Background: an optimization exercise with open tools, aiming at small area, a short achievable clock period and few clock cycles per item. Do not read the settings as production practice. Function was checked by simulation only, so behaviour that the tests miss may differ from the original. Power and IR drop assume default switching activity.

exp/violet:
==> flow/design.v (excerpt) <==
module tilt_orientation_qualifier_core
(
    input  logic                   clk,
    input  logic                   rst_n,
    input  logic                   s_tvalid,
    output logic                   s_tready,
    input  logic [IN_TDATA_W-1:0]  s_tdata,    
    input  logic                   s_tuser,    
    output logic                   m_tvalid,
    input  logic                   m_tready,
    output logic [OUT_TDATA_W-1:0] m_tdata,    
    output logic                   m_tuser,    
    input  logic                   psel,
    input  logic                   penable,
    input  logic                   pwrite,
    input  logic [3:0]             paddr,
    input  logic [31:0]            pwdata,
    output logic [31:0]            prdata,
    output logic                   pready
);
    localparam int QD = 4;    
    tlt_pkg::tlt_cfg_t cfg_reg;
    logic [1:0]        rd_sel_reg;
    logic                    v0_reg;
    logic [TIME_W-1:0]       now0_reg;
    logic                    ok0_reg;
    logic [SAMPLE_WIDTH-2:0] pu0_reg;
    logic                    ps0_reg;
    logic [SAMPLE_WIDTH-2:0] nqu0_reg;
    logic                    nqs0_reg;
    logic                    sx0_reg;
    logic                    sy0_reg;
    logic                    ybig0_reg;
    logic                    zero0_reg;
    logic                    v1_reg;
    logic                    ok1_reg;
    logic [MT_NG-1:0]        grp_g1_reg;
    logic [MT_NG-1:0]        grp_p1_reg;
    logic                    top_x1_reg;
    tlt_pkg::tlt_class_t     cls0_1_reg;
    tlt_pkg::tlt_class_t     cls1_1_reg;
    logic [QD-1:0]           qv_reg;
    logic [3*QD-1:0]         qd_reg;    
    logic [QD:0]             qv_up;
    logic [3*QD+2:0]         qd_up;
    logic [QD-1:0]           qv_sh;
    logic [3*QD-1:0]         qd_sh;
    logic [QD-1:0]           q_put;
    logic [2:0]              cnt_reg;
    logic                    rdy_reg;
    logic                    accept;
    logic                    pop;
    logic                    cfg_wr;
    logic [SAMPLE_WIDTH-2:0] pu;
  ...
Size in the first run: roughly 1700 cells after synthesis, ~240 flip-flops, about 150 I/O pins, about 0.018 mm^2 of cells after synthesis.
export LEC_CHECK = 0
export CAP_MARGIN = 20
export CORE_MARGIN = 2
export CORE_UTILIZATION = 65
export CTS_CLUSTER_DIAMETER = 80
export CTS_CLUSTER_SIZE = 20
export SLEW_MARGIN = 20
export SYNTH_HIERARCHICAL = 1
create_clock -name core_clock -period 10.5 [get_ports {clk}]
standard.sh (not shown) runs the stock make flow with config.mk's settings and CLKGATE_MAP_FILE= SYNTH_SCRIPT=/design/flow/synth_recipe.tcl, a recipe that flattens the netlist after the stock synthesis.
==> flow/flow/run.sh <==
#!/bin/bash
# Standard layout, with plain buf_1 port buffers and timing repair aimed 6.2 ns
# below the clock period.
set -euo pipefail
bash standard.sh SETUP_SLACK_MARGIN=6.2 'BUFFER_PORTS_ARGS=-buffer_cell sky130_fd_sc_hd__buf_1' finish > standard_flow.log 2>&1
Testbench counts of exp/violet, summed over its fixed seeds: cycles 16,024, items 16,000.
Input-level comparison between exp/quartz and exp/violet:
- a deleted CTS_CLUSTER_SIZE that had been 20
- a deleted CTS_CLUSTER_DIAMETER that had been 80
- a change of CORE_UTILIZATION from 65 to 40
==> flow/flow/run.sh <==
#!/bin/bash
# Standard layout, with plain buf_1 port buffers and timing repair aimed 6 ns
# below the clock period.
set -euo pipefail
bash standard.sh SETUP_SLACK_MARGIN=6 'BUFFER_PORTS_ARGS=-buffer_cell sky130_fd_sc_hd__buf_1' finish > standard_flow.log 2>&1
## What came out
exp/quartz finished end to end and its layout was clean on timing, DRC and antenna. The wire length of the first global-routing pass in exp/quartz is 1.05 times that in exp/violet. Of exp/quartz and exp/violet, exp/violet shows the lower count of clock-buffer cells in the layout, with exp/quartz above it. Going from exp/violet to exp/quartz, part of the power in the clock network grows by 4.0 points. Between exp/violet and exp/quartz, the flow reports total area of sequential cells decreasing slightly. Changes observed in exp/quartz relative to exp/violet: clock period minus worst slack up 0.13 ns, design area up 2.4%.
Input changes introduced in exp/cedar (baseline for comparison: exp/quartz):
- CTS_CLUSTER_DIAMETER: unset -> 80
- CORE_UTILIZATION: 40 -> 65
- CTS_BUF_LIST: unset -> sky130_fd_sc_hd__clkbuf_8 sky130_fd_sc_hd__clkbuf_16
- CTS_CLUSTER_SIZE: unset -> 20
==> flow/flow/run.sh <==
#!/bin/bash
# Standard layout, with plain buf_1 port buffers and timing repair aimed 6.4 ns
# below the clock period.
set -euo pipefail
bash standard.sh SETUP_SLACK_MARGIN=6.4 'BUFFER_PORTS_ARGS=-buffer_cell sky130_fd_sc_hd__buf_1' finish > standard_flow.log 2>&1
## What came out
- Wire: exp/cedar routes less than exp/quartz
- Share of the clock period used by the worst path is higher on exp/quartz
- exp/cedar: final non-filler cell area is 320 um^2 lower than what exp/quartz reported.
- Going from exp/quartz to exp/cedar, the cell area reported after detailed placement was found to have gone down by about 1.7%.
- Where first-pass GRT wire length is concerned, exp/quartz is outperformed by exp/cedar.
- Looking at critical-path cell with the highest stage delay, the fa_2 result is from exp/cedar; the xnor2_4 one comes from exp/quartz.
- The part of the total power dissipated in combinational logic reported for exp/cedar is greater than that of exp/quartz by 4.7 points.
diff inputs: exp/cedar => exp/maple
- changing CORE_UTILIZATION from 65 to 40
- removing CTS_CLUSTER_DIAMETER (formerly 80)
- removing CTS_CLUSTER_SIZE (formerly 20)
- removing CTS_BUF_LIST (formerly sky130_fd_sc_hd__clkbuf_8 sky130_fd_sc_hd__clkbuf_16)
==> flow/flow/run.sh <==
#!/bin/bash
# Standard layout, with plain buf_1 port buffers and timing repair aimed 6.7 ns
# below the clock period.
set -euo pipefail
bash standard.sh SETUP_SLACK_MARGIN=6.7 'BUFFER_PORTS_ARGS=-buffer_cell sky130_fd_sc_hd__buf_1' finish > standard_flow.log 2>&1
## What came out
- Summary — first-pass GRT wire length, exp/maple relative to exp/cedar: higher, by about 7.5%.
- exp/maple and exp/cedar ended up with nearly the same worst reg-to-reg setup slack.
- On via count of the first global-routing pass: between exp/maple and exp/cedar, it ends up higher for exp/maple.
- Taking exp/cedar as the reference point, the post-CTS clock slew at the launch and capture registers of the worst setup and hold paths of exp/maple falls by 0.02 ns.
- Routability congestion estimate: higher on exp/cedar
- Sequential share of cell area, exp/maple and exp/cedar, higher one = exp/cedar.
- [exp/maple vs exp/cedar] multi-input combinational cell area: higher in exp/maple
- Worst-path cell with the longest stage delay = dfrtp_4: exp/maple; worst-path cell with the longest stage delay = fa_2: exp/cedar
- exp/maple | stages: all done | timing, DRC, antenna: all pass
The inputs of exp/indigo differ from those of exp/maple as listed below.
- setting PLACE_DENSITY to 0.8 for the first time
- changing CORE_UTILIZATION from 40 to 75
==> flow/flow/run.sh <==
#!/bin/bash
# Standard layout, with plain buf_1 port buffers and timing repair aimed 6.4 ns
# below the clock period.
set -euo pipefail
bash standard.sh SETUP_SLACK_MARGIN=6.4 'BUFFER_PORTS_ARGS=-buffer_cell sky130_fd_sc_hd__buf_1' finish > standard_flow.log 2>&1
Both conditions hold for exp/indigo: the flow ran to the end and the final layout passed the timing, design-rule and antenna checks.
Relative to exp/maple, non-clock buffer count has decreased by 23 in exp/indigo.
exp/indigo vs exp/maple: routed wire length down
Going from exp/maple to exp/indigo, the critical path depth was found to have gone up by 10.
In the reports for exp/indigo and exp/maple, the larger maximum fanout encountered on the critical timing path belongs to exp/maple.
Relative to exp/maple, the fraction of layout cells with a size suffix above 1 of exp/indigo is lower by 3.5 points.
Against exp/maple, final critical-path setup slack in exp/indigo came out worse.

==> afterwards: timing with drivers on the ports <==
In the flow no input, the clock included, has a driving cell. The finished layouts below were timed again as built, in two steps. Step 1 sets driving cells, clkbuf_16 on the clock port and buf_2 on the other inputs (assumed; they add their load-dependent delay and slew). Step 2 also shifts input and output timing later by t, the mid clock arrival at the registers, as if the neighbouring blocks saw the same clock. a / b / c = ideal / step 1 / step 2; a / b = the first two.
run	t (ns)	slack for setup (ns)	worst register clock-pin slew, ns	worst slew at a driven data input, ns
exp/violet	0.555	6.298 / 6.248 / 5.801	0.09 / 0.09	0.10
exp/quartz	0.618	6.167 / 6.154 / 5.583	0.06 / 0.06	0.10
exp/cedar	0.556	6.438 / 6.438 / 5.974	0.09 / 0.09	0.10
exp/maple	0.631	6.443 / 6.390 / 5.855	0.06 / 0.06	0.11
exp/indigo	0.573	6.392 / 6.392 / 5.952	0.06 / 0.06	0.07
After both steps every run listed still meets setup and hold. The setup slack of exp/maple, which loses most, moves by -0.053 ns with the drivers and by -0.588 ns with both steps.
